From an optimization exercise on the open Yosys and OpenROAD flow, aimed at small area and a short achievable clock period; shortcuts taken in it are not production practice. Where RTL was checked, it was by simulation tests only, not by an equivalence proof against the original. Function not checked in runs 1 and 2: the RTL went through the layout flow alone. No activity file was given, so power comes from the tool's default toggle rates.

`design/flow/config.mk`:
```
export PLATFORM = sky130hd
export DESIGN_NAME = branch_unit
export DESIGN_NICKNAME = branch_unit
export VERILOG_FILES = /design/flow/design.v
export SDC_FILE = /design/flow/constraint.sdc
export NUM_CORES = 4
export LEC_CHECK = 0
export ABC_AREA = 1
export CAP_MARGIN = 20
export CORE_MARGIN = 2
export CORE_UTILIZATION = 40
export SETUP_SLACK_MARGIN = 2.0
export SLEW_MARGIN = 20
export TNS_END_PERCENT = 0
```
`design/flow/constraint.sdc`:
```
create_clock -name core_clock -period 6.5 [get_ports {clk}]
set_input_delay 1.3000 -clock core_clock [delete_from_list [all_inputs] [get_ports {clk}]]
set_output_delay 1.3000 -clock core_clock [all_outputs]
set_load 0.01 [all_outputs]
```
`design/flow/design.v`:
```
package rv32i_types;
    typedef logic [31:0] rv32i_word;
    typedef enum logic [6:0] {
        op_br  = 7'b1100011,
        op_jal = 7'b1101111
    } rv32i_opcode;
    typedef enum logic [2:0] {
        beq  = 3'b000,
        bne  = 3'b001,
        blt  = 3'b100,
        bge  = 3'b101,
        bltu = 3'b110,
        bgeu = 3'b111
    } branch_funct3_t;
    typedef logic [1:0] counter_t;
    localparam counter_t counter_init = 2'b01;  
    typedef union packed {
        struct packed {
            logic           imm12;
            logic [5:0]     imm10_5;
            logic [4:0]     rs2;
            logic [4:0]     rs1;
            branch_funct3_t funct3;
            logic [3:0]     imm4_1;
            logic           imm11;
            rv32i_opcode    opcode;
        } b_view;
        struct packed {
            logic        imm20;
            logic [9:0]  imm10_1;
            logic        imm11;
            logic [7:0]  imm19_12;
            logic [4:0]  rd;
            rv32i_opcode opcode;
        } j_view;
    } instr_u;
endpackage
module branch_unit (
    input  logic        clk,
    input  logic        rst,
    input  logic        stall_id,
    input  logic        stall_ex,
    input  logic [31:0] fetch_addr,
    input  logic [31:0] pc_id,
    input  logic [31:0] instr_id,
    input  logic [31:0] rs1_val,
    input  logic [31:0] rs2_val,
    output logic        br_take,
    output logic        br_en,
    output logic        mispred,
    output logic        redirect,
    output logic [31:0] target
);
    logic        dec_br;
    logic        dec_jal;
    logic [31:0] imm_b;
    logic [31:0] imm_j;
    logic [31:0] imm_id;
    logic        ex_we;
    assign dec_br  = (instr_id[6:0] == 7'b1100011);
    assign dec_jal = (instr_id[6:0] == 7'b1101111);
    assign imm_b   = {{20{instr_id[31]}}, instr_id[7], instr_id[30:25], instr_id[11:8], 1'b0};
    assign imm_j   = {{12{instr_id[31]}}, instr_id[19:12], instr_id[20], instr_id[30:21], 1'b0};
    assign imm_id  = dec_jal ? imm_j : imm_b;
    assign ex_we   = !stall_ex || rst;
    logic       is_branch;
    logic       is_jal;
    logic [2:0] funct3;
    always_ff @(posedge clk) begin
        if (ex_we) begin
            is_branch <= dec_br & ~rst;
            is_jal    <= dec_jal & ~rst;
            funct3    <= instr_id[14:12] & {3{~rst}};
            target    <= (pc_id + imm_id) & {32{~rst}};
        end
    end
    logic [31:0] cmp_lt [6];
    logic [31:0] cmp_eq [6];
    assign cmp_lt[0] = {1'b0, ~rs1_val[30:0] & rs2_val[30:0]};
    assign cmp_eq[0] = {1'b1, ~(rs1_val[30:0] ^ rs2_val[30:0])};
    for (genvar l = 1; l < 6; l++) begin : g_cmp
        for (genvar j = 0; j < (32 >> l); j++) begin : g_node
            assign cmp_lt[l][j] = cmp_lt[l-1][2*j+1] | (cmp_eq[l-1][2*j+1] & cmp_lt[l-1][2*j]);
            assign cmp_eq[l][j] = cmp_eq[l-1][2*j+1] & cmp_eq[l-1][2*j];
        end
        assign cmp_lt[l][31:(32 >> l)] = '0;
        assign cmp_eq[l][31:(32 >> l)] = '0;
    end
    logic eq31, eq, lt, ltu, cond, update;
    assign eq31 = ~(rs1_val[31] ^ rs2_val[31]);
    assign eq   = eq31 & cmp_eq[5][0];
    assign ltu  = (~rs1_val[31] & rs2_val[31]) | (eq31 & cmp_lt[5][0]);
    assign lt   = (rs1_val[31] & ~rs2_val[31]) | (eq31 & cmp_lt[5][0]);
    always_comb begin
        case (funct3)
            3'b000:  cond = eq;
            3'b001:  cond = !eq;
            3'b100:  cond = lt;
            3'b101:  cond = !lt;
            3'b110:  cond = ltu;
            3'b111:  cond = !ltu;
            default: cond = 1'b0;
        endcase
    end
    assign br_en  = is_jal | (is_branch & cond);
    assign update = is_branch & ~stall_ex;
    logic [3:0] ghr;
    logic [1:0] gpht [16];
    logic [3:0] lht  [32];
    logic [1:0] lpht [16];
    logic [1:0] cht  [32];
    logic [4:0] id_row,  ex_row;
    logic [3:0] id_gidx, ex_gidx;
    logic [1:0] id_gctr, ex_gctr;
    logic [3:0] id_hist, ex_hist;
    logic [1:0] id_lctr, ex_lctr;
    logic [1:0] id_ch,   ex_ch;
    function automatic logic [1:0] sat(input logic [1:0] c, input logic up);
        if (up) sat = (c == 2'b11) ? c : c + 2'b01;
        else    sat = (c == 2'b00) ? c : c - 2'b01;
    endfunction
    logic [1:0] gnxt, lnxt, chnxt;
    logic [3:0] hnxt, ghr_nxt;
    assign gnxt    = sat(ex_gctr, cond);
    assign lnxt    = sat(ex_lctr, cond);
    assign hnxt    = {ex_hist[2:0], cond};
    assign ghr_nxt = {ghr[2:0], cond};
    assign chnxt   = (ex_lctr[1] ^ ex_gctr[1]) ? sat(ex_ch, ex_lctr[1] ^ cond) : ex_ch;
    logic [1:0] gpht_wd, lpht_wd, cht_wd;
    logic [3:0] lht_wd, ghr_wd;
    assign gpht_wd = {gnxt[1] & ~rst, gnxt[0] | rst};
    assign lpht_wd = {lnxt[1] & ~rst, lnxt[0] | rst};
    assign cht_wd  = {chnxt[1] & ~rst, chnxt[0] | rst};
    assign lht_wd  = hnxt & {4{~rst}};
    assign ghr_wd  = ghr_nxt & {4{~rst}};
    always_ff @(posedge clk) begin
        if (update || rst) ghr <= ghr_wd;
    end
    for (genvar i = 0; i < 16; i++) begin : g_pht
        always_ff @(posedge clk) begin
            if ((update && ex_gidx == i) || rst) gpht[i] <= gpht_wd;
            if ((update && ex_hist == i) || rst) lpht[i] <= lpht_wd;
        end
    end
    for (genvar i = 0; i < 32; i++) begin : g_row
        always_ff @(posedge clk) begin
            if ((update && ex_row == i) || rst) begin
                lht[i] <= lht_wd;
                cht[i] <= cht_wd;
            end
        end
    end
    logic [4:0]  row;
    logic [31:0] row_oh;
    logic [31:0] lht_col [4];
    logic [31:0] cht_col [2];
    logic [15:0] gp1, lp1;
    logic [3:0]  lh_row;
    logic [1:0]  ch_row;
    assign row = fetch_addr[6:2];
    for (genvar i = 0; i < 32; i++) begin : g_oh
        assign row_oh[i] = (row == i);
        for (genvar k = 0; k < 4; k++) begin : g_l
            assign lht_col[k][i] = lht[i][k];
        end
        assign cht_col[0][i] = cht[i][0];
        assign cht_col[1][i] = cht[i][1];
    end
    for (genvar i = 0; i < 16; i++) begin : g_p1
        assign gp1[i] = gpht[i][1];
        assign lp1[i] = lpht[i][1];
    end
    for (genvar k = 0; k < 4; k++) begin : g_lh
        assign lh_row[k] = |(row_oh & lht_col[k]);
    end
    assign ch_row[0] = |(row_oh & cht_col[0]);
    assign ch_row[1] = |(row_oh & cht_col[1]);
    function automatic logic [15:0] dec16(input logic [3:0] x);
        dec16 = 16'd1 << x;
    endfunction
    logic       row_match;
    logic       row_hit;
    logic [3:0] gidx_if, hist_if;
    logic [1:0] gctr_if, lctr_if, ch_if;
    assign row_match = (row == ex_row);
    assign row_hit   = update && row_match;
    assign gidx_if   = (update ? ghr_nxt : ghr) ^ row[3:0];
    assign gctr_if   = (update && gidx_if == ex_gidx) ? gnxt : gpht[gidx_if];
    assign hist_if   = row_hit ? hnxt : lh_row;
    assign lctr_if   = (update && hist_if == ex_hist) ? lnxt : lpht[hist_if];
    assign ch_if     = row_hit ? chnxt : ch_row;
    always_ff @(posedge clk) begin
        if (!stall_id || rst) begin
            id_row  <= row     & {5{~rst}};
            id_gidx <= gidx_if & {4{~rst}};
            id_gctr <= gctr_if & {2{~rst}};
            id_hist <= hist_if & {4{~rst}};
            id_lctr <= lctr_if & {2{~rst}};
            id_ch   <= ch_if   & {2{~rst}};
        end
        if (ex_we) begin
            ex_row  <= id_row  & {5{~rst}};
            ex_gidx <= id_gidx & {4{~rst}};
            ex_gctr <= id_gctr & {2{~rst}};
            ex_hist <= id_hist & {4{~rst}};
            ex_lctr <= id_lctr & {2{~rst}};
            ex_ch   <= id_ch   & {2{~rst}};
        end
    end
    logic       l_row;
    logic       lh_row_hit;
    logic       g_none;
    logic [1:0] bt;
    assign l_row      = |(dec16(lh_row) & lp1);
    assign lh_row_hit = (lh_row == ex_hist);
    assign g_none     = |(dec16(ghr ^ row[3:0]) & gp1);
    logic [1:0] t_upd [2];
    for (genvar b = 0; b < 2; b++) begin : g_upd
        logic [3:0] gi;
        logic [3:0] hb;
        logic       g_nxt1, l_nxt1, ch_nxt1;
        logic       g_t, l_hit, ch_t;
        assign g_nxt1  = b ? (ex_gctr[1] | ex_gctr[0]) : (ex_gctr[1] & ex_gctr[0]);
        assign l_nxt1  = b ? (ex_lctr[1] | ex_lctr[0]) : (ex_lctr[1] & ex_lctr[0]);
        assign ch_nxt1 = (ex_lctr[1] ^ ex_gctr[1])
                       ? (((ex_lctr[1] ^ b[0]) ? (ex_ch[1] | ex_ch[0]) : (ex_ch[1] & ex_ch[0])))
                       : ex_ch[1];
        assign gi      = {ghr[2:0], b[0]} ^ row[3:0];
        assign hb      = {ex_hist[2:0], b[0]};
        assign g_t     = (gi == ex_gidx) ? g_nxt1 : |(dec16(gi) & gp1);
        assign l_hit   = row_match ? ((hb == ex_hist) ? l_nxt1 : lp1[hb]) : l_nxt1;
        assign ch_t    = row_match ? ch_nxt1 : ch_row[1];
        for (genvar x = 0; x < 2; x++) begin : g_x
            assign t_upd[b][x] = ch_t ? g_t : ((row_match || lh_row_hit) ? l_hit : x[0]);
        end
    end
    for (genvar x = 0; x < 2; x++) begin : g_bt
        assign bt[x] = update ? (cond ? t_upd[1][x] : t_upd[0][x])
                              : (ch_row[1] ? g_none : x[0]);
    end
    assign br_take = l_row ? bt[1] : bt[0];
    logic take_ex;
    assign take_ex  = ex_ch[1] ? ex_gctr[1] : ex_lctr[1];
    assign mispred  = update & (take_ex ^ cond);
    assign redirect = mispred | is_jal;
endmodule
```
`design/flow/run.sh`:
```
#!/bin/bash
# synth_recipe.tcl (not shown) runs the flow's synth.tcl, then flattens the netlist and writes it again
# the make line also repeats each setting of config.mk as NAME=value (left out here)
make -C /OpenROAD-flow-scripts/flow DESIGN_CONFIG=/design/flow/config.mk WORK_HOME=/design/flow/orfs CLKGATE_MAP_FILE= SYNTH_SCRIPT=/design/flow/synth_recipe.tcl finish
```
==> metrics.md, run 1 <==
| Metric | Value |
|---|---|
| Min Tclk post-route | `5.343 ns` |
| Nets@finish | `2,373` |
| Tcrit/Tclk final | `0.8220` |
| Largest net degree at the start of global routing | `46` |
| Top-area cell type share of the netlist area | `0.5605` |
| Global routing's busiest layer | `met2` |
| CP Data Arrival Time | `4.04 ns` |
| Maximum clock rate | `187.2 MHz` |
| Final Wtd Congestion | `0.9218` |
| Synth Warn # | `10` |
| First-pass GRT wire length | `82,640 um` |
| Adder-cell share of the synthesized area | `0.04838` |
| Most frequent cells in the layout | `nand2_1, edfxtp_1, inv_1` |
| CP max stage cell | `a22o_1` |
| Worst hold margin | `0.5267 ns` |
| Post-Synth XOR/XNOR Area | `0.01464` |
| Die H | `215.8 um` |
| Place WS | `0.07352 ns` |
| Slack of the critical path | `1.157 ns` |
| CTS sink cnt | `335` |
| Max_slew headroom | `0.2311` |
| Power Dens Cells | `264.5 nW/um2` |
| Share of cells above drive strength 1 | `0.1558` |
| GRT Overall Usage | `0.2296` |
| Initial antenna violation count | `0` |
| Filler cell count | `3,970` |
| DR pass1 iterations | `5` |
| Post-Syn Area | `17,950 um2` |
| Post-route DRC | `0` |
| Core Region | `44,220 um2` |
| Worst-Skew Late Latency | `0.57 ns` |
| GRT overflow | `0` |
| Max Transition Viols Final | `0` |
| HPWL after DPL | `39,460 um` |
| VDD IR-drop max | `190.9 uV` |
| Combinational family with the most area after synthesis | `simple AND/OR/NAND/NOR gates` |
| # placed instances | `2,658` |
| Die X | `215.8 um` |
| RSZ-0062 raised after global routing | `yes` |
| Clock root cell | `clkbuf_16` |
| Final std cells w/o fill | `2,761` |
| TritonCTS clock tree | `done` |
| Post-synthesis sequential area ratio | `0.5605` |
| Final Setup Violations | `0` |
| ANT cells | `0` |
| Num rows | `77` |
| Via count | `14.66k` |
| Avg Synthesized Cell Area | `9.645 um2` |
| Flops & latches, synth | `335` |
| Synth Flop Type | `edfxtp_1` |
| Die Area | `46,580 um2` |
| WL/cell | `19.50 um` |
| Worst-margin pin slew | `1.141 ns` |
| Simple-gate share of the synthesized area | `0.1983` |
| Unique masters post-synth | `65` |
| Status | `timing/DRC/antenna clean` |
| Crit start category | `input pin` |
| CP Data Required Time | `5.20 ns` |
| Initial Util | `0.4059` |
| Final Hold Viols | `0` |
| Commonest non-fill, non-tap cell in the layout | `nand2_1` |
| Asr flop ratio synth | `0` |
| Hold Path Class | `flop to flop` |
| Static Leak | `9.399 nW` |
| H-Tree Depth | `2` |
| CTS Buffer Depth | `3` |
| Vias in the first global route | `14.63k` |
| First DRT Iteration DRCs | `1,163` |
| Layout area overhead | `26.93%` |
| Post-synth EDFFs | `335` |
| Post-Route WL | `53,850 um` |
| Total of max-cap violations | `0` |
| Compound-Gate Fraction of Synth Area | `0.1067` |
| Met1 usage | `0.2880` |
| Post-route setup TNS | `0 ns` |
| Number of buffers created by CTS | `38` |
| IO Pins | `200` |
| Area contributors post-synth | `edfxtp_1, nand2_1, inv_1` |
| Cells after synthesis | `1,861` |
| Critical path class | `input pin to primary output` |
| Port Buffers | `172` |
| Grt met3 use | `0.03989` |
| Power Total | `6.027 mW` |
| Via density | `5.311` |
| Worst stage delay on the critical path | `0.18 ns` |
| Met2 Use GR | `0.3979` |
| Cell taking the most area after synthesis | `edfxtp_1` |
| Crit-path max FO | `7` |
| Clk slew on worst S/H paths | `0.06 ns` |
| Synthesized netlist net count | `2,093` |
| Antenna Nets Post-Route | `0` |
| Multiplexer share of the synthesized area | `0.003067` |
| CP endpoint kind | `primary output` |
| Clock skew | `0.03409 ns` |
metrics by stage:
step,instance area (um2),utilization
6_report,22780,0.5152
3_3_place_gp,20770,0.4698
3_5_place_dp,20780,0.4699
4_1_cts,22460,0.5079
5_1_grt,22780,0.5152
2_1_floorplan,17950,-
repair_timing:
item                       CTS  global route
setup endpoints to repair   21            93
gates cloned                 1             0
hold endpoints to repair     0             0
gates resized for setup    130            48
buffers inserted            17            14
hold buffers                 0             0
pin swaps                   53            61
path summary, 6_finish.rpt:
kind | start | end | slack [ns] | depth (start not counted)
setup / recovery | fetch_addr[4] | br_take | 1.16 | 25
hold / removal | id_hist[1] | ex_hist[1] | 0.53 | 2
setup reg to reg | is_branch | id_gctr[0] | 3.06 | 12
hold reg to reg | id_hist[1] | ex_hist[1] | 0.53 | 2
flip-flops by register name (all words and copies together) (netlist names):
name / count
lht: 128
cht: 64
gpht: 32
lpht: 32
target: 32
ex_row: 5
id_row: 5
ex_gidx: 4
ex_hist: 4
ghr: 4
id_gidx: 4
id_hist: 4
funct3: 3
ex_ch: 2
ex_gctr: 2
ex_lctr: 2
id_ch: 2
id_gctr: 2
id_lctr: 2
is_branch: 1
is_jal: 1
cell usage after synthesis (19+ instances only):
| master | instances |
|---|---|
| a21oi_1 | 85 |
| a22o_1 | 19 |
| clkbuf_1 | 22 |
| edfxtp_1 | 335 |
| ha_1 | 67 |
| inv_1 | 235 |
| inv_2 | 27 |
| nand2_1 | 370 |
| nand3_1 | 95 |
| nand4_1 | 82 |
| nor2_1 | 185 |
| o21ai_0 | 119 |
| xor2_1 | 23 |
where the power goes:
part,internal (mW),total (mW),switching (mW)
clock,1.22,2.10,0.876
sequential,2.67,2.77,0.102
combinational,0.433,1.15,0.721
total,4.33,6.03,1.70
cell type report:
cell class              instances  area, um2  area share
clock buffers                  46       1002     0.04399
clock inverters                22      212.7    0.009337
inverters                     269       1044     0.04580
multi-input cells            1218       7121      0.3126
flip-flops and latches        335      10060      0.4416
well taps                     592      740.7     0.03251
repair buffers                279       2603      0.1142
layer usage:
| metal | share of wire | vias up |
|---|---|---|
| li1 | - | 7062 |
| met1 | 0.41 | 6999 |
| met2 | 0.49 | 501 |
| met3 | 0.065 | 102 |
| met4 | 0.032 | 0 |
| met5 | 0 | - |
logic make-up after synthesis:
kind of cell | count (synthesis)
compound gates | 314
xor+xnor | 30
fa+ha+maj | 69
buf+inv | 309
flops | 335
mux | 5
simple gates | 799
critical path, delay by kind of cell:
| family | cells | cell delay (ns) |
|---|---|---|
| simple gates | 14 | 1.54 |
| buf+inv | 9 | 0.95 |
| compound gates | 2 | 0.25 |
==> run 2: changes to the inputs <==
--- a/design/flow/design.v
+++ b/design/flow/design.v
@@ -75,22 +75,25 @@
         end
     end
     logic [31:0] cmp_lt [6];
-    logic [31:0] cmp_eq [6];
+    logic [31:0] cmp_gt [6];
     assign cmp_lt[0] = {1'b0, ~rs1_val[30:0] & rs2_val[30:0]};
-    assign cmp_eq[0] = {1'b1, ~(rs1_val[30:0] ^ rs2_val[30:0])};
+    assign cmp_gt[0] = {1'b0, rs1_val[30:0] & ~rs2_val[30:0]};
     for (genvar l = 1; l < 6; l++) begin : g_cmp
         for (genvar j = 0; j < (32 >> l); j++) begin : g_node
-            assign cmp_lt[l][j] = cmp_lt[l-1][2*j+1] | (cmp_eq[l-1][2*j+1] & cmp_lt[l-1][2*j]);
-            assign cmp_eq[l][j] = cmp_eq[l-1][2*j+1] & cmp_eq[l-1][2*j];
+            assign cmp_lt[l][j] = cmp_lt[l-1][2*j+1] | (~cmp_gt[l-1][2*j+1] & cmp_lt[l-1][2*j]);
+            assign cmp_gt[l][j] = cmp_gt[l-1][2*j+1] | (~cmp_lt[l-1][2*j+1] & cmp_gt[l-1][2*j]);
         end
         assign cmp_lt[l][31:(32 >> l)] = '0;
-        assign cmp_eq[l][31:(32 >> l)] = '0;
-    end
-    logic eq31, eq, lt, ltu, cond, update;
-    assign eq31 = ~(rs1_val[31] ^ rs2_val[31]);
-    assign eq   = eq31 & cmp_eq[5][0];
-    assign ltu  = (~rs1_val[31] & rs2_val[31]) | (eq31 & cmp_lt[5][0]);
-    assign lt   = (rs1_val[31] & ~rs2_val[31]) | (eq31 & cmp_lt[5][0]);
+        assign cmp_gt[l][31:(32 >> l)] = '0;
+    end
+    logic lo_lt, lo_gt, hi_lt, hi_gt, eq, lt, ltu, cond, update;
+    assign lo_lt = cmp_lt[5][0];
+    assign lo_gt = cmp_gt[5][0];
+    assign hi_lt = ~rs1_val[31] & rs2_val[31];
+    assign hi_gt = rs1_val[31] & ~rs2_val[31];
+    assign eq    = ~(hi_lt | hi_gt | lo_lt | lo_gt);
+    assign ltu   = hi_lt | (~hi_gt & lo_lt);
+    assign lt    = hi_gt | (~hi_lt & lo_lt);
     always_comb begin
         case (funct3)
             3'b000:  cond = eq;
@@ -154,7 +157,7 @@
     logic [31:0] row_oh;
     logic [31:0] lht_col [4];
     logic [31:0] cht_col [2];
-    logic [15:0] gp1, lp1;
+    logic [15:0] lp0, lp1;
     logic [3:0]  lh_row;
     logic [1:0]  ch_row;
     assign row = fetch_addr[6:2];
@@ -167,7 +170,7 @@
         assign cht_col[1][i] = cht[i][1];
     end
     for (genvar i = 0; i < 16; i++) begin : g_p1
-        assign gp1[i] = gpht[i][1];
+        assign lp0[i] = lpht[i][0];
         assign lp1[i] = lpht[i][1];
     end
     for (genvar k = 0; k < 4; k++) begin : g_lh
@@ -178,17 +181,29 @@
     function automatic logic [15:0] dec16(input logic [3:0] x);
         dec16 = 16'd1 << x;
     endfunction
-    logic       row_match;
     logic       row_hit;
-    logic [3:0] gidx_if, hist_if;
+    logic [2:0] gi_hi;
+    logic [3:0] gidx_if, hist_if, lhb;
     logic [1:0] gctr_if, lctr_if, ch_if;
-    assign row_match = (row == ex_row);
-    assign row_hit   = update && row_match;
-    assign gidx_if   = (update ? ghr_nxt : ghr) ^ row[3:0];
-    assign gctr_if   = (update && gidx_if == ex_gidx) ? gnxt : gpht[gidx_if];
-    assign hist_if   = row_hit ? hnxt : lh_row;
-    assign lctr_if   = (update && hist_if == ex_hist) ? lnxt : lpht[hist_if];
-    assign ch_if     = row_hit ? chnxt : ch_row;
+    logic [1:0] g_lo, g_hi, g_raw, l_row, l_hb, l_raw;
+    logic       g_fwd, l_fwd;
+    assign row_hit = update && (row == ex_row);
+    assign gi_hi   = (update ? ghr[2:0] : ghr[3:1]) ^ row[3:1];
+    assign gidx_if = {gi_hi, (update ? cond : ghr[0]) ^ row[0]};
+    assign g_lo    = gpht[{gi_hi, 1'b0}];
+    assign g_hi    = gpht[{gi_hi, 1'b1}];
+    assign g_raw   = gidx_if[0] ? g_hi : g_lo;
+    assign g_fwd   = update && (gidx_if == ex_gidx);
+    assign gctr_if = g_fwd ? gnxt : g_raw;
+    assign lhb     = {ex_hist[2:0], cond};
+    assign l_row[0] = |(dec16(lh_row) & lp0);
+    assign l_row[1] = |(dec16(lh_row) & lp1);
+    assign l_hb    = cond ? lpht[{ex_hist[2:0], 1'b1}] : lpht[{ex_hist[2:0], 1'b0}];
+    assign hist_if = row_hit ? lhb : lh_row;
+    assign l_raw   = row_hit ? l_hb : l_row;
+    assign l_fwd   = update && (row_hit ? (lhb == ex_hist) : (lh_row == ex_hist));
+    assign lctr_if = l_fwd ? lnxt : l_raw;
+    assign ch_if   = row_hit ? chnxt : ch_row;
     always_ff @(posedge clk) begin
         if (!stall_id || rst) begin
             id_row  <= row     & {5{~rst}};
@@ -207,38 +222,7 @@
             ex_ch   <= id_ch   & {2{~rst}};
         end
     end
-    logic       l_row;
-    logic       lh_row_hit;
-    logic       g_none;
-    logic [1:0] bt;
-    assign l_row      = |(dec16(lh_row) & lp1);
-    assign lh_row_hit = (lh_row == ex_hist);
-    assign g_none     = |(dec16(ghr ^ row[3:0]) & gp1);
-    logic [1:0] t_upd [2];
-    for (genvar b = 0; b < 2; b++) begin : g_upd
-        logic [3:0] gi;
-        logic [3:0] hb;
-        logic       g_nxt1, l_nxt1, ch_nxt1;
-        logic       g_t, l_hit, ch_t;
-        assign g_nxt1  = b ? (ex_gctr[1] | ex_gctr[0]) : (ex_gctr[1] & ex_gctr[0]);
-        assign l_nxt1  = b ? (ex_lctr[1] | ex_lctr[0]) : (ex_lctr[1] & ex_lctr[0]);
-        assign ch_nxt1 = (ex_lctr[1] ^ ex_gctr[1])
-                       ? (((ex_lctr[1] ^ b[0]) ? (ex_ch[1] | ex_ch[0]) : (ex_ch[1] & ex_ch[0])))
-                       : ex_ch[1];
-        assign gi      = {ghr[2:0], b[0]} ^ row[3:0];
-        assign hb      = {ex_hist[2:0], b[0]};
-        assign g_t     = (gi == ex_gidx) ? g_nxt1 : |(dec16(gi) & gp1);
-        assign l_hit   = row_match ? ((hb == ex_hist) ? l_nxt1 : lp1[hb]) : l_nxt1;
-        assign ch_t    = row_match ? ch_nxt1 : ch_row[1];
-        for (genvar x = 0; x < 2; x++) begin : g_x
-            assign t_upd[b][x] = ch_t ? g_t : ((row_match || lh_row_hit) ? l_hit : x[0]);
-        end
-    end
-    for (genvar x = 0; x < 2; x++) begin : g_bt
-        assign bt[x] = update ? (cond ? t_upd[1][x] : t_upd[0][x])
-                              : (ch_row[1] ? g_none : x[0]);
-    end
-    assign br_take = l_row ? bt[1] : bt[0];
+    assign br_take = ch_if[1] ? gctr_if[1] : lctr_if[1];
     logic take_ex;
     assign take_ex  = ex_ch[1] ? ex_gctr[1] : ex_lctr[1];
     assign mispred  = update & (take_ex ^ cond);
==> design/flow/flow/run.sh (new file) <==
#!/bin/bash
# The standard layout, with plain buf_1 cells as the port buffers instead of the
# delay cells buffer_ports picks by default (the resizer sizes them up where the
# timing needs it). Every tool's output goes to a log file in this folder.
set -euo pipefail
export BUFFER_PORTS_ARGS="-buffer_cell sky130_fd_sc_hd__buf_1"
bash standard.sh finish > standard_make.log 2>&1
==> design/flow/standard.sh (new file) <==
#!/bin/bash
# synth_recipe.tcl (not shown) runs the flow's synth.tcl, then flattens the netlist and writes it again
# the make line also repeats each setting of config.mk as NAME=value (left out here)
make -C /OpenROAD-flow-scripts/flow DESIGN_CONFIG=/design/flow/config.mk WORK_HOME=/design/flow/orfs CLKGATE_MAP_FILE= SYNTH_SCRIPT=/design/flow/synth_recipe.tcl "${@:-finish}"
removed: design/flow/run.sh
==> run 2 against run 1 <==
Against the previous run: clock power fell by 2%; largest cell class unchanged; design area fell by 9.2%; flip-flop and latch count did not move; fmax rose by 2.8%.
==> metrics.md, run 2 <==
| Metric | Value |
|---|---|
| Status | `timing/DRC/antenna clean` |
| H-Tree Depth | `2` |
| Worst r2r src | `is_branch` |
| First DRT Iteration DRCs | `1,125` |
| VDD IR-drop max | `164.8 uV` |
| Via count | `13.90k` |
| Place WS | `0.4988 ns` |
| Total of max-cap violations | `0` |
| CP endpoint kind | `primary output` |
| Critical path class | `input pin to primary output` |
| Synth Warn # | `9` |
| Layout area overhead | `20.84%` |
| Cell mode on critical path | `nand2_1` |
| Crit start category | `input pin` |
| Asr flop ratio synth | `0` |
| Final Wtd Congestion | `0.9422` |
| Maximum clock rate | `192.5 MHz` |
| HPWL after DPL | `35,250 um` |
| CTS Buffer Depth | `3` |
| Hold path endpoint | `ex_row[3]` |
| Clock root cell | `clkbuf_16` |
| Synth Flop Type | `edfxtp_1` |
| RSZ-0062 raised after global routing | `yes` |
| Area contributors post-synth | `edfxtp_1, nand2_1, inv_1` |
| CP max stage cell | `nor3_4` |
| Worst Hold Depth | `2` |
| Commonest non-fill, non-tap cell in the layout | `nand2_1` |
| Top-area cell type share of the netlist area | `0.5874` |
| Final core utilization | `0.4912` |
| Worst hold margin | `0.5241 ns` |
| GRT overflow | `0` |
| Post-route DRC | `0` |
| Cell taking the most area after synthesis | `edfxtp_1` |
| Avg Synthesized Cell Area | `9.557 um2` |
| R2R setup slack | `3.31 ns` |
| Core Region | `42,130 um2` |
| Min Tclk post-route | `5.195 ns` |
| Max FFs per register | `128` |
| Flops & latches, synth | `335` |
| First-pass GRT wire length | `77,040 um` |
| Power Dens Cells | `279.4 nW/um2` |
| Unique masters post-synth | `62` |
| Max Transition Viols Final | `0` |
| # placed instances | `2,494` |
| Via density | `5.342` |
| Die Area | `44,490 um2` |
| Final std cells w/o fill | `2,602` |
| Top cells by count, synth | `nand2_1, edfxtp_1, inv_1` |
| Num rows | `75` |
| Port Buffers | `172` |
| Sequential cell area | `10,060 um2` |
| Static Leak | `8.436 nW` |
| Crit-path max FO | `7` |
| R2r endpoint | `cht[4][1]` |
| Max_slew headroom | `0.2514` |
| Most flops, register | `lht` |
| Cells after synthesis | `1,792` |
| FF-to-FF path depth | `7` |
| GRT Overall Usage | `0.2264` |
| HP Start | `id_row[3]` |
| Hold Path Class | `flop to flop` |
| Slack of the critical path | `1.305 ns` |
| Share of cells above drive strength 1 | `0.1299` |
| Worst stage delay on the critical path | `0.39 ns` |
| TritonCTS clock tree | `done` |
| Post-Syn Area | `17,130 um2` |
| Number of buffers created by CTS | `37` |
| Initial Util | `0.4065` |
| Multi-input gate area | `6384 um2` |
| Initial antenna violation count | `0` |
| Filler cell count | `3,870` |
| DR pass1 iterations | `7` |
| Top-count cell post-synth | `nand2_1` |
| Post-synthesis sequential area ratio | `0.5874` |
| Die H | `210.9 um` |
| Nets@finish | `2,237` |
| Die X | `210.9 um` |
| Post-Route WL | `50,550 um` |
| Antenna Nets Post-Route | `0` |
| ANT cells | `0` |
| Worst-margin pin slew | `1.111 ns` |
| Worst-Skew Late Latency | `0.55 ns` |
| CP Cell Sequence | `clkbuf_8 > bufbuf_16 > nand3_2 > inv_4 > nand2_1 > nand4_1 > nor3_4 > nand2_4 > nor2_4 > buf_6 > nand4_1 > nand2_1 > nor2_1 > nand2_1 > nor2_1 > nand2_1 > nand2_1 > inv_1 > nand2_1 > nand2_1 > nand2_1 > nand2_2 > buf_6` |
| Final Setup Violations | `0` |
| Largest regs | `lht: 128 flops, cht: 64 flops` |
| Post-synth EDFFs | `335` |
| CTS sink cnt | `335` |
| Largest net degree at the start of global routing | `92` |
| Vias in the first global route | `13.59k` |
| IO Pins | `200` |
| Most frequent cells in the layout | `nand2_1, edfxtp_1, inv_1` |
| Tcrit/Tclk final | `0.7993` |
| CP Data Arrival Time | `3.90 ns` |
| Synthesized netlist net count | `1,989` |
| Clock skew | `0.02739 ns` |
| Final Hold Viols | `0` |
| WL/cell | `19.43 um` |
| Clk slew on worst S/H paths | `0.06 ns` |
| Post-route setup TNS | `0 ns` |
| CP Data Required Time | `5.20 ns` |
run 2: changes by cell type after synthesis, sizes merged, moves of 5 or more:
| cell | previous run | this run |
|---|---|---|
| nor2 | 194 | 188 |
| nand4 | 82 | 42 |
| inv | 265 | 248 |
| ha | 67 | 32 |
| a22o | 19 | 4 |
| nand2 | 381 | 425 |
| xor2 | 23 | 11 |
| o21ai | 128 | 133 |
| a221oi | 17 | 8 |
| nor3 | 24 | 11 |
| a21oi | 85 | 80 |
| nand3 | 97 | 120 |
run 2: where the power goes:
group	switching (mW)	internal [mW]	total (mW)
registers	0.0836	2.67	2.76
clock network	0.846	1.21	2.06
logic	0.654	0.310	0.964
run 2: layer usage:
| layer | track usage | part of all wire |
|---|---|---|
| met1 | 0.3018 | 0.42 |
| met2 | 0.3738 | 0.47 |
| met3 | 0.04193 | 0.084 |
| met4 | 0.07455 | 0.030 |
| met5 | 0 | 0 |
run 2: critical path, delay by kind of cell:
kind          cells  cell delay [ns]
simple gates     17             1.81
buf+inv           6             0.79
run 2: repair_timing:
item	4_1_cts	5_1_grt
pin swaps	37	12
hold buffers	0	0
endpoints found under the setup margin	4	14
gates cloned	2	0
hold endpoints to repair	0	0
setup buffers	38	5
gates resized for setup	111	21
run 2: final cells by class:
cell class,count,share of cell area
clock buffers,48,0.04879
clock inverters,14,0.007497
inverters,250,0.04685
multi-input cells,1166,0.3084
flip-flops and latches,335,0.4861
well taps,539,0.03259
repair buffers,250,0.06977
run 2: worst max-delay path by stage:
| stage | start | end | slack [ns] | cells after the start |
|---|---|---|---|---|
| finish | fetch_addr[6] | br_take | 1.30 | 23 |
| global route | fetch_addr[6] | br_take | 1.08 | 25 |
| CTS | fetch_addr[4] | br_take | 1.36 | 26 |
| detailed placement | fetch_addr[4] | br_take | 0.50 | 19 |
| global placement | fetch_addr[3] | br_take | 0.52 | 19 |
| floorplan | fetch_addr[2] | br_take | 2.00 | 23 |
run 2: through the flow:
stage               area (um2)  power (mW)
detailed placement       18560       3.655
global route             20700       6.013
finish                   20700       5.782
CTS                      20570       5.782
floorplan                17260       3.331
global placement         18560       3.642
run 2: cells by family (layout without fill, tap and decap cells):
logic type / after synthesis / in the layout / synth area share
multiplexers: 4 / 4 / 0.002630
XOR/XNOR: 15 / 15 / 0.007671
buffers and inverters: 291 / 562 / 0.06772
AO/OA/AOI/OAI: 306 / 306 / 0.1069
flip-flops: 335 / 335 / 0.5874
adder cells (fa/ha/maj): 34 / 34 / 0.02513
AND/OR/NAND/NOR: 807 / 807 / 0.2026
==> run 3: changes to the inputs <==
--- a/design/flow/design.v
+++ b/design/flow/design.v
@@ -70,9 +70,11 @@
         if (ex_we) begin
             is_branch <= dec_br & ~rst;
             is_jal    <= dec_jal & ~rst;
-            funct3    <= instr_id[14:12] & {3{~rst}};
             target    <= (pc_id + imm_id) & {32{~rst}};
         end
+    end
+    always_ff @(posedge clk) begin
+        if (!stall_ex) funct3 <= instr_id[14:12];
     end
     logic [31:0] cmp_lt [6];
     logic [31:0] cmp_gt [6];
@@ -213,13 +215,15 @@
             id_lctr <= lctr_if & {2{~rst}};
             id_ch   <= ch_if   & {2{~rst}};
         end
-        if (ex_we) begin
-            ex_row  <= id_row  & {5{~rst}};
-            ex_gidx <= id_gidx & {4{~rst}};
-            ex_gctr <= id_gctr & {2{~rst}};
-            ex_hist <= id_hist & {4{~rst}};
-            ex_lctr <= id_lctr & {2{~rst}};
-            ex_ch   <= id_ch   & {2{~rst}};
+    end
+    always_ff @(posedge clk) begin
+        if (!stall_ex) begin
+            ex_row  <= id_row;
+            ex_gidx <= id_gidx;
+            ex_gctr <= id_gctr;
+            ex_hist <= id_hist;
+            ex_lctr <= id_lctr;
+            ex_ch   <= id_ch;
         end
     end
     assign br_take = ch_if[1] ? gctr_if[1] : lctr_if[1];
==> run 3 against run 2 <==
Against the previous run: combinational power is 2% higher; sequential share of layout area fell by 0.42 points; power grew 1.0%; hold slack lost 0.11 ns; clock skew fell by 0.013 ns; first-iteration DRC count is 13% higher; flip-flop and latch count unchanged; fmax up 2.8%; non-clock buffer count is 1 lower; critical path type unchanged.
==> metrics.md, run 3 <==
| Metric | Value |
|---|---|
| FF-to-FF path depth | `8` |
| Core Region | `42,230 um2` |
| Clk slew on worst S/H paths | `0.06 ns` |
| Nets@finish | `2,200` |
| Via count | `13.74k` |
| Max FFs per register | `128` |
| Share of cells above drive strength 1 | `0.1620` |
| Most flops, register | `lht` |
| Cell taking the most area after synthesis | `edfxtp_1` |
| Layout area overhead | `21.33%` |
| Most frequent cells in the layout | `nand2_1, edfxtp_1, inv_1` |
| Post-route DRC | `0` |
| Number of buffers created by CTS | `38` |
| Post-synth EDFFs | `335` |
| Largest regs | `lht: 128 flops, cht: 64 flops` |
| Die X | `211.4 um` |
| Final Setup Violations | `0` |
| Largest net degree at the start of global routing | `43` |
| Max_slew headroom | `0.2671` |
| Final core utilization | `0.4944` |
| Top cells by count, synth | `nand2_1, edfxtp_1, inv_1` |
| Area contributors post-synth | `edfxtp_1, nand2_1, inv_1` |
| Antenna Nets Post-Route | `0` |
| ANT cells | `0` |
| Worst-margin pin slew | `1.088 ns` |
| VDD IR-drop max | `188.5 uV` |
| IO Pins | `200` |
| Maximum clock rate | `197.8 MHz` |
| HPWL after DPL | `32,830 um` |
| Die Area | `44,690 um2` |
| Worst-Skew Late Latency | `0.56 ns` |
| Avg Synthesized Cell Area | `9.844 um2` |
| GRT overflow | `0` |
| Cells after synthesis | `1,748` |
| Worst hold margin | `0.4102 ns` |
| Static Leak | `8.460 nW` |
| Synth Warn # | `9` |
| RSZ-0062 raised after global routing | `yes` |
| Crit start category | `input pin` |
| Top-count cell post-synth | `nand2_1` |
| First DRT Iteration DRCs | `1,270` |
| Cell mode on critical path | `nand2_1` |
| CP endpoint kind | `primary output` |
| Vias in the first global route | `13.17k` |
| Met1 usage | `0.2871` |
| Final Hold Viols | `0` |
| Commonest non-fill, non-tap cell in the layout | `nand2_1` |
| Unique masters post-synth | `66` |
| Clock root cell | `clkbuf_16` |
| CP Data Required Time | `5.20 ns` |
| R2r endpoint | `id_ch[0]` |
| CTS Buffer Depth | `3` |
| First-pass GRT wire length | `73,020 um` |
| Hold path endpoint | `ex_hist[1]` |
| Worst Hold Depth | `0` |
| Status | `timing/DRC/antenna clean` |
| DR pass1 iterations | `6` |
| Hold Path Class | `flop to flop` |
| Power Dens Cells | `279.8 nW/um2` |
| Crit-path max FO | `5` |
| TritonCTS clock tree | `done` |
| Synthesized netlist net count | `1,945` |
| Post-Route WL | `47,380 um` |
| Grt met3 use | `0.03620` |
| GRT Overall Usage | `0.2122` |
| Tcrit/Tclk final | `0.7777` |
| CP max stage cell | `a21oi_4` |
| Via density | `5.347` |
| Clock skew | `0.01391 ns` |
| Flops & latches, synth | `335` |
| R2R setup slack | `3.66 ns` |
| Post-synthesis sequential area ratio | `0.5846` |
| Max Transition Viols Final | `0` |
| Hold-fix buffers at CTS | `0` |
| Critical path class | `input pin to primary output` |
| Post-route setup TNS | `0 ns` |
| Met2 Use GR | `0.3496` |
| Post-Syn Area | `17,210 um2` |
| Final Wtd Congestion | `0.9212` |
| Min Tclk post-route | `5.055 ns` |
| Worst stage delay on the critical path | `0.19 ns` |
| CP Data Arrival Time | `3.75 ns` |
| WL/cell | `18.44 um` |
| Num rows | `75` |
| Total of max-cap violations | `0` |
| Synth Flop Type | `edfxtp_1` |
| Top-area cell type share of the netlist area | `0.5846` |
| Initial Util | `0.4075` |
| Global routing's busiest layer | `met2` |
| Initial antenna violation count | `0` |
| CTS sink cnt | `335` |
| HP Start | `id_hist[1]` |
| Asr flop ratio synth | `0` |
| Port Buffers | `172` |
| Die H | `211.4 um` |
| H-Tree Depth | `2` |
| Worst r2r src | `cht[11][0]` |
[run 3: final cells by class]
type,instances,area (um2)
fillers,3931,21350
flip-flops and latches,335,10060
multi-input cells,1141,6558
repair buffers,249,1405
clock buffers,46,1002
inverters,236,963.4
well taps,539,674.4
clock inverters,22,200.2
repair inverters,2,15.01
[run 3: cells by family (layout without fill, tap and decap cells)]
logic type / Yosys count / in the layout / share of synthesized area
compound gates: 299 / 299 / 0.1038
xor+xnor: 15 / 15 / 0.008072
fa+ha+maj: 33 / 33 / 0.02443
buf+inv: 273 / 555 / 0.06559
flops: 335 / 335 / 0.5846
mux: 4 / 4 / 0.002618
simple gates: 789 / 790 / 0.2108
[run 3: worst max-delay path: cells and delay by family]
kind	cells	cell delay, ns
compound gates	1	0.19
simple gates	18	1.52
buf+inv	7	0.70
[run 3: how the worst max path moves through the flow]
stage / from / endpoint / cells after the start
after floorplan: fetch_addr[5] / br_take / 21
after global placement: fetch_addr[3] / br_take / 24
after detailed placement: fetch_addr[3] / br_take / 22
after CTS: fetch_addr[5] / br_take / 22
after global routing: fetch_addr[4] / br_take / 26
final: fetch_addr[4] / br_take / 26
[run 3: repair_timing]
item                       4_1_cts  5_1_grt
pin swaps                       44       50
setup endpoints to repair        6       13
setup buffers                   32       25
cloned                           4        0
resized for setup              126       54
[run 3: routing by layer]
layer	routed length [um]	part of all wire
met5	0	0
met1	20720	0.44
met3	3147	0.066
met2	22320	0.47
met4	1195	0.025
[run 3: per-stage QoR]
step	instances	worst slack (ns)	cell area (um2)	power, mW
CTS	2544	1.479	20480	5.839
floorplan	1748	2.010	17230	3.345
detailed placement	2440	0.5854	18480	3.648
global placement	2439	0.5953	18470	3.628
finish	2570	1.445	20880	5.841
global route	2570	1.287	20880	6.079
[run 3: power by group]
part,switching (mW),internal [mW]
clock network,0.875,1.22
registers,0.0855,2.68
logic,0.662,0.318
==> run 4: changes to the inputs <==
--- a/design/flow/config.mk
+++ b/design/flow/config.mk
@@ -9,6 +9,9 @@
 export CAP_MARGIN = 20
 export CORE_MARGIN = 2
 export CORE_UTILIZATION = 40
+export CTS_BUF_LIST = sky130_fd_sc_hd__clkbuf_16
+export CTS_CLUSTER_DIAMETER = 80
+export CTS_CLUSTER_SIZE = 24
 export SETUP_SLACK_MARGIN = 2.0
 export SLEW_MARGIN = 20
 export TNS_END_PERCENT = 0
==> run 4 against run 3 <==
Against the previous run: still clean on timing, DRC and antenna; combinational power up 0.8%; global-route usage down 0.30 points; area after synthesis unchanged; power down 9.0%; critical endpoint unchanged; largest cell class unchanged.
==> metrics.md, run 4 <==
| Metric | Value |
|---|---|
| Status | `timing/DRC/antenna clean` |
| CP Data Arrival Time | `3.77 ns` |
| Largest net degree at the start of global routing | `43` |
| Initial Util | `0.4075` |
| Max_slew headroom | `0.2760` |
| Worst r2r src | `cht[11][0]` |
| Tcrit/Tclk final | `0.7808` |
| Sequential cell area | `10,060 um2` |
| Vias in the first global route | `13.00k` |
| CTS Buffer Depth | `3` |
| Avg Synthesized Cell Area | `9.844 um2` |
| First-pass GRT wire length | `72,410 um` |
| Post-synth EDFFs | `335` |
| Synth Warn # | `9` |
| Clock root cell | `clkbuf_16` |
| R2r endpoint | `id_ch[0]` |
| TritonCTS clock tree | `done` |
| Number of buffers created by CTS | `23` |
| Top-area cell type share of the netlist area | `0.5846` |
| First DRT Iteration DRCs | `1,249` |
| Hold Path Class | `flop to flop` |
| Synthesized netlist net count | `1,945` |
| Post-Syn Area | `17,210 um2` |
| Initial antenna violation count | `0` |
| VDD IR-drop max | `157.8 uV` |
| Nets@finish | `2,186` |
| Post-route DRC | `0` |
| Max FFs per register | `128` |
| Max Transition Viols Final | `0` |
| Most frequent cells in the layout | `nand2_1, edfxtp_1, inv_1` |
| Dpl cell area | `18,480 um2` |
| Critical path class | `input pin to primary output` |
| Area contributors post-synth | `edfxtp_1, nand2_1, inv_1` |
| Worst Hold Depth | `0` |
| Worst-Skew Late Latency | `0.56 ns` |
| Cells after synthesis | `1,748` |
| Maximum clock rate | `197.0 MHz` |
| Hold path endpoint | `ex_hist[1]` |
| Via count | `13.65k` |
| Asr flop ratio synth | `0` |
| Post-synthesis sequential area ratio | `0.5846` |
| Most flops, register | `lht` |
| Core Region | `42,230 um2` |
| Static Leak | `8.284 nW` |
| Post-route setup TNS | `0 ns` |
| Commonest non-fill, non-tap cell in the layout | `nand2_1` |
| Finished layout cell area | `20,550 um2` |
| Die X | `211.4 um` |
| Unique masters post-synth | `66` |
| Final Wtd Congestion | `0.9212` |
| Largest regs | `lht: 128 flops, cht: 64 flops` |
| WL/cell | `18.51 um` |
| Final core utilization | `0.4867` |
| Crit start category | `input pin` |
| Clk slew on worst S/H paths | `0.10 ns` |
| Antenna Nets Post-Route | `0` |
| Top-count cell post-synth | `nand2_1` |
| Multi-input gate area | `6604 um2` |
| HPWL after DPL | `32,830 um` |
| Filler cell count | `3,936` |
| DR pass1 iterations | `6` |
| Total of max-cap violations | `0` |
| Via density | `5.368` |
| CP Data Required Time | `5.20 ns` |
| Power Dens Cells | `258.5 nW/um2` |
| Die Area | `44,690 um2` |
| Min Tclk post-route | `5.075 ns` |
| CTS sink cnt | `335` |
| Die H | `211.4 um` |
| Flops & latches, synth | `335` |
| Crit-path max FO | `5` |
| IO Pins | `200` |
| Final Hold Viols | `0` |
| Num rows | `75` |
| Share of cells above drive strength 1 | `0.1617` |
| GRT overflow | `0` |
| RSZ-0062 raised after global routing | `yes` |
| FF-to-FF path depth | `8` |
| H-Tree Depth | `1` |
| Port Buffers | `172` |
| Clock skew | `0.02636 ns` |
| Cell taking the most area after synthesis | `edfxtp_1` |
| Power Total | `5.313 mW` |
| Worst-margin pin slew | `1.075 ns` |
| Hold-fix buffers at CTS | `0` |
| CP endpoint kind | `primary output` |
| Synth Flop Type | `edfxtp_1` |
| HP Start | `id_hist[1]` |
| Top cells by count, synth | `nand2_1, edfxtp_1, inv_1` |
| Layout area overhead | `19.45%` |
| ANT cells | `0` |
| Final Setup Violations | `0` |
| R2R setup slack | `3.61 ns` |
| GRT Overall Usage | `0.2092` |
| Post-Route WL | `47,070 um` |
-- run 4: cell counts after synthesis --
Identical to the previous run, type by type.
-- run 4: report_power, final --
part           switching (mW)  internal (mW)  total (mW)  leakage, nW
registers              0.0850           2.67        2.76         3.36
clock network           0.828          0.738        1.57        0.384
logic                   0.668          0.320       0.988         4.54
-- run 4: how the worst max path moves through the flow --
stage | slack (ns) | startpoint | end | cells past startpoint
after floorplan | 2.01 | fetch_addr[5] | br_take | 21
after global placement | 0.60 | fetch_addr[3] | br_take | 24
after detailed placement | 0.59 | fetch_addr[3] | br_take | 22
after CTS | 1.48 | fetch_addr[5] | br_take | 22
after global routing | 1.29 | fetch_addr[4] | br_take | 26
final | 1.43 | fetch_addr[4] | br_take | 23
-- run 4: repair_timing --
item	CTS	global route
setup buffers	30	29
endpoints found under the setup margin	6	13
resized for setup	123	76
gates cloned	4	0
pin swaps	42	57
-- run 4: layer usage --
layer,GRT usage,wire [um],part of all wire,vias to the layer above
li1,-,-,-,6563
met1,0.2867,20370,0.43,6501
met2,0.3502,22290,0.47,515
met3,0.03264,3340,0.071,73
met4,0.04832,1057,0.022,0
met5,0,0,0,-
-- run 4: worst max-delay path, stage by stage --
cell      delay, ns
buf_12         0.12
buf_8          0.14
nand2_8        0.13
inv_8          0.06
nand3_4        0.07
buf_4          0.11
o22ai_1        0.07
a211oi_2       0.32
nand3_4        0.20
nor2_8         0.24
buf_12         0.13
nor2_4         0.03
nand2_1        0.05
nand3_1        0.06
nor2_1         0.14
nand3_1        0.12
nand2_1        0.08
inv_1          0.05
nand2_2        0.06
nand2_1        0.05
nand2_1        0.05
nand2_1        0.06
buf_6          0.13
-- run 4: through the flow --
step	std cells	setup WS, ns	hold slack (ns)
floorplan	1748	2.010	0.4003
global placement	2439	0.5953	0.4007
detailed placement	2440	0.5854	0.4045
CTS	2514	1.481	0.4062
global route	2543	1.287	0.4200
finish	2543	1.425	0.4022
-- run 4: cell families after synthesis --
logic type / after synthesis / synth area share
DFF: 335 / 0.5846
muxes: 4 / 0.002618
adders and majority gates: 33 / 0.02443
buffers and inverters: 273 / 0.06559
AOI/OAI and AO/OA: 299 / 0.1038
and+or+nand+nor: 789 / 0.2108
xor gates and xnor gates: 15 / 0.008072
-- run 4: layout make-up --
type                    instances  share of cell area
well taps                     539             0.03281
multi-input cells            1141              0.3213
inverters                     236             0.04712
flip-flops and latches        335              0.4894
repair inverters                2           0.0007305
repair buffers                250             0.07025
clock inverters                17             0.01035
clock buffers                  23             0.02800
==> run 5: changes to the inputs <==
--- a/design/flow/config.mk
+++ b/design/flow/config.mk
@@ -12,6 +12,6 @@
 export CTS_BUF_LIST = sky130_fd_sc_hd__clkbuf_16
 export CTS_CLUSTER_DIAMETER = 80
 export CTS_CLUSTER_SIZE = 24
-export SETUP_SLACK_MARGIN = 2.0
+export SETUP_SLACK_MARGIN = 4.0
 export SLEW_MARGIN = 20
 export TNS_END_PERCENT = 0
==> run 5 against run 4 <==
Against the previous run: global-route usage is 0.24 points lower; power down 1.4%; clock power decreased by 5%; via count fell by 1.4%; design area decreased by 1.2%; critical path type unchanged; critical endpoint unchanged; largest power group unchanged; highest routed layer unchanged.
==> metrics.md, run 5 <==
| Metric | Value |
|---|---|
| Status | `timing/DRC/antenna clean` |
| Power Dens Cells | `257.8 nW/um2` |
| Internal power | `3.686 mW` |
| Final Wtd Congestion | `0.9291` |
| Final Setup Violations | `0` |
| Asr flop ratio synth | `0` |
| Initial antenna violation count | `1` |
| Worst-Skew Late Latency | `0.57 ns` |
| Hold Path Class | `flop to flop` |
| WL met3 | `2516 um` |
| Area contributors post-synth | `edfxtp_1, nand2_1, inv_1` |
| Crit start category | `input pin` |
| RSZ-0062 raised after global routing | `yes` |
| Via density | `5.310` |
| Most frequent cells in the layout | `nand2_1, edfxtp_1, inv_1` |
| Largest regs | `lht: 128 flops, cht: 64 flops` |
| Antenna Nets Post-Route | `0` |
| Cells after synthesis | `1,748` |
| Vias in the first global route | `13.01k` |
| Sw Ratio | `0.2961` |
| Logic pwr share | `0.188` |
| Most flops, register | `lht` |
| CTS Buffer Depth | `3` |
| Top-count cell post-synth | `nand2_1` |
| CP endpoint kind | `primary output` |
| Routed wl met2 | `21,840 um` |
| Clock root cell | `clkbuf_16` |
| Place WS | `0.7273 ns` |
| VDD IR-drop max | `236.4 uV` |
| Power share of the clock group | `0.285` |
| Max FFs per register | `128` |
| IO Pins | `200` |
| GRT overflow | `0` |
| Post-synthesis sequential area ratio | `0.5846` |
| Core Region | `42,230 um2` |
| Worst r2r src | `cht[11][0]` |
| Number of buffers created by CTS | `22` |
| WL/cell | `18.23 um` |
| Port Buffers | `172` |
| Synth Warn # | `9` |
| Share of cells above drive strength 1 | `0.1524` |
| Crit-path max FO | `8` |
| Die Area | `44,690 um2` |
| Crit path from | `fetch_addr[3]` |
| First DRT Iteration DRCs | `1,264` |
| Clk slew on worst S/H paths | `0.10 ns` |
| Max_slew headroom | `0.2455` |
| Post-synth EDFFs | `335` |
| Nets@finish | `2,181` |
| Tcrit/Tclk final | `0.7803` |
| Commonest non-fill, non-tap cell in the layout | `nand2_1` |
| HPWL after DPL | `32,330 um` |
| Top-area cell type share of the netlist area | `0.5846` |
| Flops & latches, synth | `335` |
| Largest net degree at the start of global routing | `52` |
| Post-Route WL | `46,190 um` |
| First-pass GRT wire length | `71,880 um` |
| Total of max-cap violations | `0` |
| GRT Overall Usage | `0.2068` |
| CTS sink cnt | `335` |
| Cell taking the most area after synthesis | `edfxtp_1` |
| Initial Util | `0.4075` |
| Critical path class | `input pin to primary output` |
| Clock skew | `0.02490 ns` |
| Maximum clock rate | `197.2 MHz` |
| Synth Flop Type | `edfxtp_1` |
| Worst setup endpoint | `br_take` |
| Unique masters post-synth | `66` |
| Layout area overhead | `18.06%` |
| CP Data Arrival Time | `3.77 ns` |
| Worst-margin pin slew | `1.120 ns` |
| Min Tclk post-route | `5.072 ns` |
| Slack of the critical path | `1.428 ns` |
| FF-to-FF path depth | `8` |
| Routed length on met1 | `20,800 um` |
| R2r endpoint | `id_ch[0]` |
| Post-route setup TNS | `0 ns` |
| Num rows | `75` |
| Via count | `13.46k` |
| TritonCTS clock tree | `done` |
| Final Hold Viols | `0` |
| R2R setup slack | `3.58 ns` |
| Die H | `211.4 um` |
| Post-route DRC | `0` |
| Flop pwr share | `0.527` |
| CP Data Required Time | `5.20 ns` |
| Max Transition Viols Final | `0` |
| Die X | `211.4 um` |
| Top cells by count, synth | `nand2_1, edfxtp_1, inv_1` |
| H-Tree Depth | `1` |
| Max Used Layer | `met4` |
| Post-Syn Area | `17,210 um2` |
| Static Leak | `8.182 nW` |
| Avg Synthesized Cell Area | `9.844 um2` |
| DR pass1 iterations | `5` |
| Synthesized netlist net count | `1,945` |
| ANT cells | `0` |
| P_sw | `1.551 mW` |
## run 5: changes by cell type in the layout (fill, tap and decap cells not counted), moves of 3 or more
cell | before | now
clkinv_8 | 4 | 1
buf_12 | 9 | 5
nand2_2 | 32 | 28
nand3_1 | 96 | 100
nor2_4 | 23 | 19
nand2_4 | 10 | 6
nand2_1 | 367 | 374
inv_6 | 7 | 4
buf_4 | 62 | 65
inv_2 | 20 | 24
nor2_2 | 12 | 15
buf_6 | 8 | 5
## run 5: metrics by stage
step	hold slack (ns)	instance area, um2	power, mW	utilization	cells
floorplan	0.4003	17270	3.350	-	1748
global placement	0.4010	18470	3.629	0.4374	2438
detailed placement	0.4045	18470	3.642	0.4374	2438
CTS	0.4089	19990	5.214	0.4735	2516
global route	0.4193	20310	5.458	0.4811	2534
finish	0.4038	20310	5.238	0.4811	2534
## run 5: logic make-up (layout without fill, tap and decap cells)
group | after synthesis | in the layout | synth area share
compound gates | 299 | 299 | 0.1038
xor+xnor | 15 | 15 | 0.008072
fa+ha+maj | 33 | 33 | 0.02443
buf+inv | 273 | 518 | 0.06559
flops | 335 | 335 | 0.5846
mux | 4 | 4 | 0.002618
simple gates | 789 | 791 | 0.2108
## run 5: how the worst min path moves through the flow
stage,from,endpoint,slack (ns),cells after the start
3_3_place_gp,id_row[2],ex_row[2],0.40,0
5_1_grt,id_row[3],ex_row[3],0.42,0
4_1_cts,id_row[3],ex_row[3],0.41,0
2_1_floorplan,id_ch[0],ex_ch[0],0.40,0
6_report,id_row[3],ex_row[3],0.40,0
3_5_place_dp,id_row[2],ex_row[2],0.40,0
## run 5: repair_timing
action                     CTS  global route
setup endpoints to repair  521           497
gates resized for setup    117            45
hold buffers                 0             0
setup buffers               39            16
pin swaps                   51            48
cloned                       4             1
## run 5: final cells by class
cell class | instances | area (um2)
clock buffer | 23 | 575.6
clock inverter | 12 | 147.6
fill | 3908 | 21910
inverter | 236 | 947.2
multi-input combinational | 1142 | 6535
sequential | 335 | 10060
tap | 539 | 674.4
timing repair buffer | 245 | 1360
timing repair inverter | 2 | 15.01
## run 5: worst max-delay path, stage by stage
cell	delay, ns
buf_12	0.12
buf_8	0.13
nand2_8	0.11
nor2_2	0.06
nand2_1	0.05
o22ai_1	0.06
nor2_1	0.24
nand4_1	0.21
nor2_4	0.23
nand2_4	0.12
nor2_4	0.24
nand4_1	0.13
nand3_1	0.11
nor2_1	0.07
nand3_1	0.09
nand2_1	0.07
inv_1	0.07
nand2_2	0.06
nand2_1	0.05
nand2_1	0.06
nand2_2	0.07
buf_6	0.10
## run 5: layer usage
metal  vias to the layer above  global-route usage
met5                         -                   0
met4                         0             0.05172
met2                       434              0.3478
met3                        61             0.02374
met1                      6424              0.2861
li1                       6536                   -
## run 5: power by group through the flow
stage / combinational [mW] / sequential [mW] / clock [mW]
floorplan: 0.557 / 2.79 / 0
detailed placement: 0.838 / 2.80 / 0
global placement: 0.830 / 2.80 / 0
CTS: 0.943 / 2.76 / 1.51
global route: 1.09 / 2.78 / 1.58
finish: 0.987 / 2.76 / 1.49
==> run 6: changes to the inputs <==
--- a/design/flow/config.mk
+++ b/design/flow/config.mk
@@ -9,9 +9,9 @@
 export CAP_MARGIN = 20
 export CORE_MARGIN = 2
 export CORE_UTILIZATION = 40
-export CTS_BUF_LIST = sky130_fd_sc_hd__clkbuf_16
-export CTS_CLUSTER_DIAMETER = 80
-export CTS_CLUSTER_SIZE = 24
-export SETUP_SLACK_MARGIN = 4.0
+export CTS_BUF_LIST = sky130_fd_sc_hd__clkbuf_8
+export CTS_CLUSTER_DIAMETER = 60
+export CTS_CLUSTER_SIZE = 16
+export SETUP_SLACK_MARGIN = 2.0
 export SLEW_MARGIN = 20
 export TNS_END_PERCENT = 0
==> run 6 against run 5 <==
Against the previous run: largest cell class unchanged; largest power group unchanged; combinational power increased by 0.9%; still clean; clock skew increased by 0.023 ns; via count increased by 1.3%; fmax decreased by 0.83%; sequential share of layout area decreased by 0.11 points; clock power decreased by 7%; flip-flop and latch count unchanged; setup slack got worse by 0.043 ns; core utilization increased by 0.11 points.
==> metrics.md, run 6 <==
| Metric | Value |
|---|---|
| Antenna Nets Post-Route | `0` |
| Critical path class | `input pin to primary output` |
| Total of max-cap violations | `0` |
| GRT overflow | `0` |
| Hold path endpoint | `ex_row[2]` |
| R2R setup slack | `3.45 ns` |
| Finished layout cell area | `20,360 um2` |
| CP Data Arrival Time | `3.81 ns` |
| Crit start category | `input pin` |
| RSZ-0062 raised after global routing | `yes` |
| Final Wtd Congestion | `0.9212` |
| Hold Path Class | `flop to flop` |
| Initial Util | `0.4075` |
| Post-synth EDFFs | `335` |
| First DRT Iteration DRCs | `1,162` |
| WL/cell | `18.60 um` |
| # placed instances | `2,440` |
| Max_slew headroom | `0.2621` |
| FF-to-FF path depth | `8` |
| Die X | `211.4 um` |
| Number of buffers created by CTS | `30` |
| Clock root cell | `clkbuf_8` |
| Worst-margin pin slew | `1.103 ns` |
| VDD IR-drop max | `146.3 uV` |
| First-pass GRT wire length | `72,320 um` |
| Final std cells w/o fill | `2,548` |
| Min Tclk post-route | `5.115 ns` |
| Slack of the critical path | `1.386 ns` |
| Post-Syn Area | `17,210 um2` |
| Top-area cell type share of the netlist area | `0.5846` |
| Post-synthesis sequential area ratio | `0.5846` |
| H-Tree Depth | `1` |
| Power Total | `5.139 mW` |
| Worst r2r src | `cht[11][0]` |
| Post-route DRC | `0` |
| HPWL after DPL | `32,830 um` |
| CTS sink cnt | `335` |
| Worst Hold Depth | `0` |
| Final core utilization | `0.4821` |
| IO Pins | `200` |
| R2r endpoint | `id_ch[0]` |
| Post-route setup TNS | `0 ns` |
| Maximum clock rate | `195.5 MHz` |
| Post-Route WL | `47,390 um` |
| Flop pwr share | `0.537` |
| Port Buffers | `172` |
| P_sw | `1.526 mW` |
| Via density | `5.351` |
| Cells after synthesis | `1,748` |
| Largest regs | `lht: 128 flops, cht: 64 flops` |
| Logic pwr share | `0.194` |
| Status | `timing/DRC/antenna clean` |
| Sw Ratio | `0.2969` |
| Largest net degree at the start of global routing | `43` |
| Tcrit/Tclk final | `0.7868` |
| Max Transition Viols Final | `0` |
| Share of cells above drive strength 1 | `0.1614` |
| GRT Overall Usage | `0.2090` |
| Vias in the first global route | `13.09k` |
| Avg Synthesized Cell Area | `9.844 um2` |
| Clk slew on worst S/H paths | `0.10 ns` |
| Worst-Skew Late Latency | `0.65 ns` |
| Internal power | `3.613 mW` |
| Layout area overhead | `18.32%` |
| Power share of the clock group | `0.269` |
| Flops & latches, synth | `335` |
| Asr flop ratio synth | `0` |
| Initial antenna violation count | `2` |
| Nets@finish | `2,187` |
| Dpl cell area | `18,480 um2` |
| Most frequent cells in the layout | `nand2_1, edfxtp_1, inv_1` |
| Crit-path max FO | `6` |
| Die Area | `44,690 um2` |
| Synth Warn # | `9` |
| Synth Flop Type | `edfxtp_1` |
| Top-count cell post-synth | `nand2_1` |
| Unique masters post-synth | `66` |
| DR pass1 iterations | `6` |
| Final Hold Viols | `0` |
| Most flops, register | `lht` |
| Area contributors post-synth | `edfxtp_1, nand2_1, inv_1` |
| Hold-fix buffers at CTS | `0` |
| Static Leak | `8.202 nW` |
| Clock skew | `0.04806 ns` |
| TritonCTS clock tree | `done` |
| Final Setup Violations | `0` |
| Top cells by count, synth | `nand2_1, edfxtp_1, inv_1` |
| Core Region | `42,230 um2` |
| Commonest non-fill, non-tap cell in the layout | `nand2_1` |
| CP endpoint kind | `primary output` |
| Synthesized netlist net count | `1,945` |
| Via count | `13.64k` |
| Num rows | `75` |
| Place WS | `0.5854 ns` |
| Power Dens Cells | `252.4 nW/um2` |
| Worst hold margin | `0.4259 ns` |
| CP Data Required Time | `5.20 ns` |
| Cell taking the most area after synthesis | `edfxtp_1` |
| CTS Buffer Depth | `3` |
| Max FFs per register | `128` |
| HP Start | `id_row[2]` |
| Die H | `211.4 um` |
## run 6: area by class of cell
type | count | area [um2]
inverters | 236 | 970.9
clock buffers | 30 | 412.9
repair buffers | 243 | 1384
flip-flops and latches | 335 | 10060
clock inverters | 19 | 242.7
multi-input cells | 1141 | 6590
repair inverters | 3 | 20.02
diodes | 2 | 5.005
well taps | 539 | 674.4
fillers | 3985 | 21870
## run 6: worst max-delay path, stage by stage
cell and delay, ns:
buf_12 0.12, buf_8 0.14, nand2_8 0.12, inv_8 0.06, nand2_8 0.08, nor2_4 0.05
nand2_1 0.06, nand4_1 0.16, nor2_1 0.17, nand3_1 0.13, nor2_4 0.24, clkinv_4 0.15
nand2_4 0.09, nor2_2 0.04, nand2_1 0.07, nand3_1 0.06, nor2_1 0.14, nand3_1 0.12
nand2_1 0.10, inv_2 0.04, nand2_2 0.06, nand2_1 0.05, nand2_1 0.05, nand2_1 0.06
buf_6 0.13
## run 6: worst max path at each step
stage / endpoint / slack, ns / start / depth (start not counted)
final: br_take / 1.39 / fetch_addr[4] / 25
after global routing: br_take / 1.25 / fetch_addr[4] / 26
after CTS: br_take / 1.49 / fetch_addr[4] / 22
after detailed placement: br_take / 0.59 / fetch_addr[3] / 22
after global placement: br_take / 0.60 / fetch_addr[3] / 24
after floorplan: br_take / 2.01 / fetch_addr[5] / 21
## run 6: cells by family after synthesis
kind of cell | synth area share
simple gates | 0.2108
flops | 0.5846
compound gates | 0.1038
buf+inv | 0.06559
fa+ha+maj | 0.02443
xor+xnor | 0.008072
mux | 0.002618
## run 6: power by group through the flow
| stage | clock [mW] | sequential (mW) | combinational [mW] |
|---|---|---|---|
| 6_report | 1.38 | 2.76 | 0.996 |
| 3_3_place_gp | 0 | 2.80 | 0.829 |
| 5_1_grt | 1.48 | 2.78 | 1.10 |
| 2_1_floorplan | 0 | 2.79 | 0.553 |
| 4_1_cts | 1.42 | 2.76 | 0.945 |
| 3_5_place_dp | 0 | 2.81 | 0.841 |
## run 6: routing by layer
| metal | global-route usage | vias to the layer above | share of wire |
|---|---|---|---|
| met5 | 0 | - | 0 |
| met4 | 0.06071 | 0 | 0.025 |
| met3 | 0.03590 | 76 | 0.068 |
| met2 | 0.3460 | 455 | 0.47 |
| met1 | 0.2825 | 6550 | 0.44 |
| li1 | - | 6554 | - |
## run 6: timing repair
item | 4_1_cts | 5_1_grt
pin swaps | 44 | 56
cloned | 4 | 1
buffers inserted | 32 | 19
setup endpoints to repair | 5 | 12
hold endpoints to repair | 0 | 0
gates resized for setup | 133 | 62

-- afterwards: timing with drivers on the ports --
In the flow no input, the clock included, has a driving cell. The finished layouts below were timed again as built, in two steps.
Step 1, drivers: a clkbuf_16 drives clk and a buf_2 each remaining input, both assumed.
Step 2 times the ports against the registers' clock, not the clock port: input delays grow and output delays shrink by t, the midpoint of the rising clock arrivals with the driver on.
a / b / c = no drivers / after step 1 / after step 2; a / b = the first two.
run | t, ns | setup WS [ns] | cell pins on the clock port's net
run 1 | 0.613 | 1.157 / 1.109 / 0.895 | 1
run 2 | 0.583 | 1.305 / 1.214 / 1.214 | 1
run 3 | 0.603 | 1.445 / 1.354 / 1.154 | 1
run 4 | 0.599 | 1.425 / 1.350 / 1.188 | 1
run 5 | 0.607 | 1.428 / 1.314 / 1.314 | 1
run 6 | 0.680 | 1.385 / 1.336 / 1.142 | 1
After both steps every run listed still meets setup and hold. For run 3, which loses most, drivers alone change the setup slack by -0.091 ns; drivers and shift together by -0.291 ns.
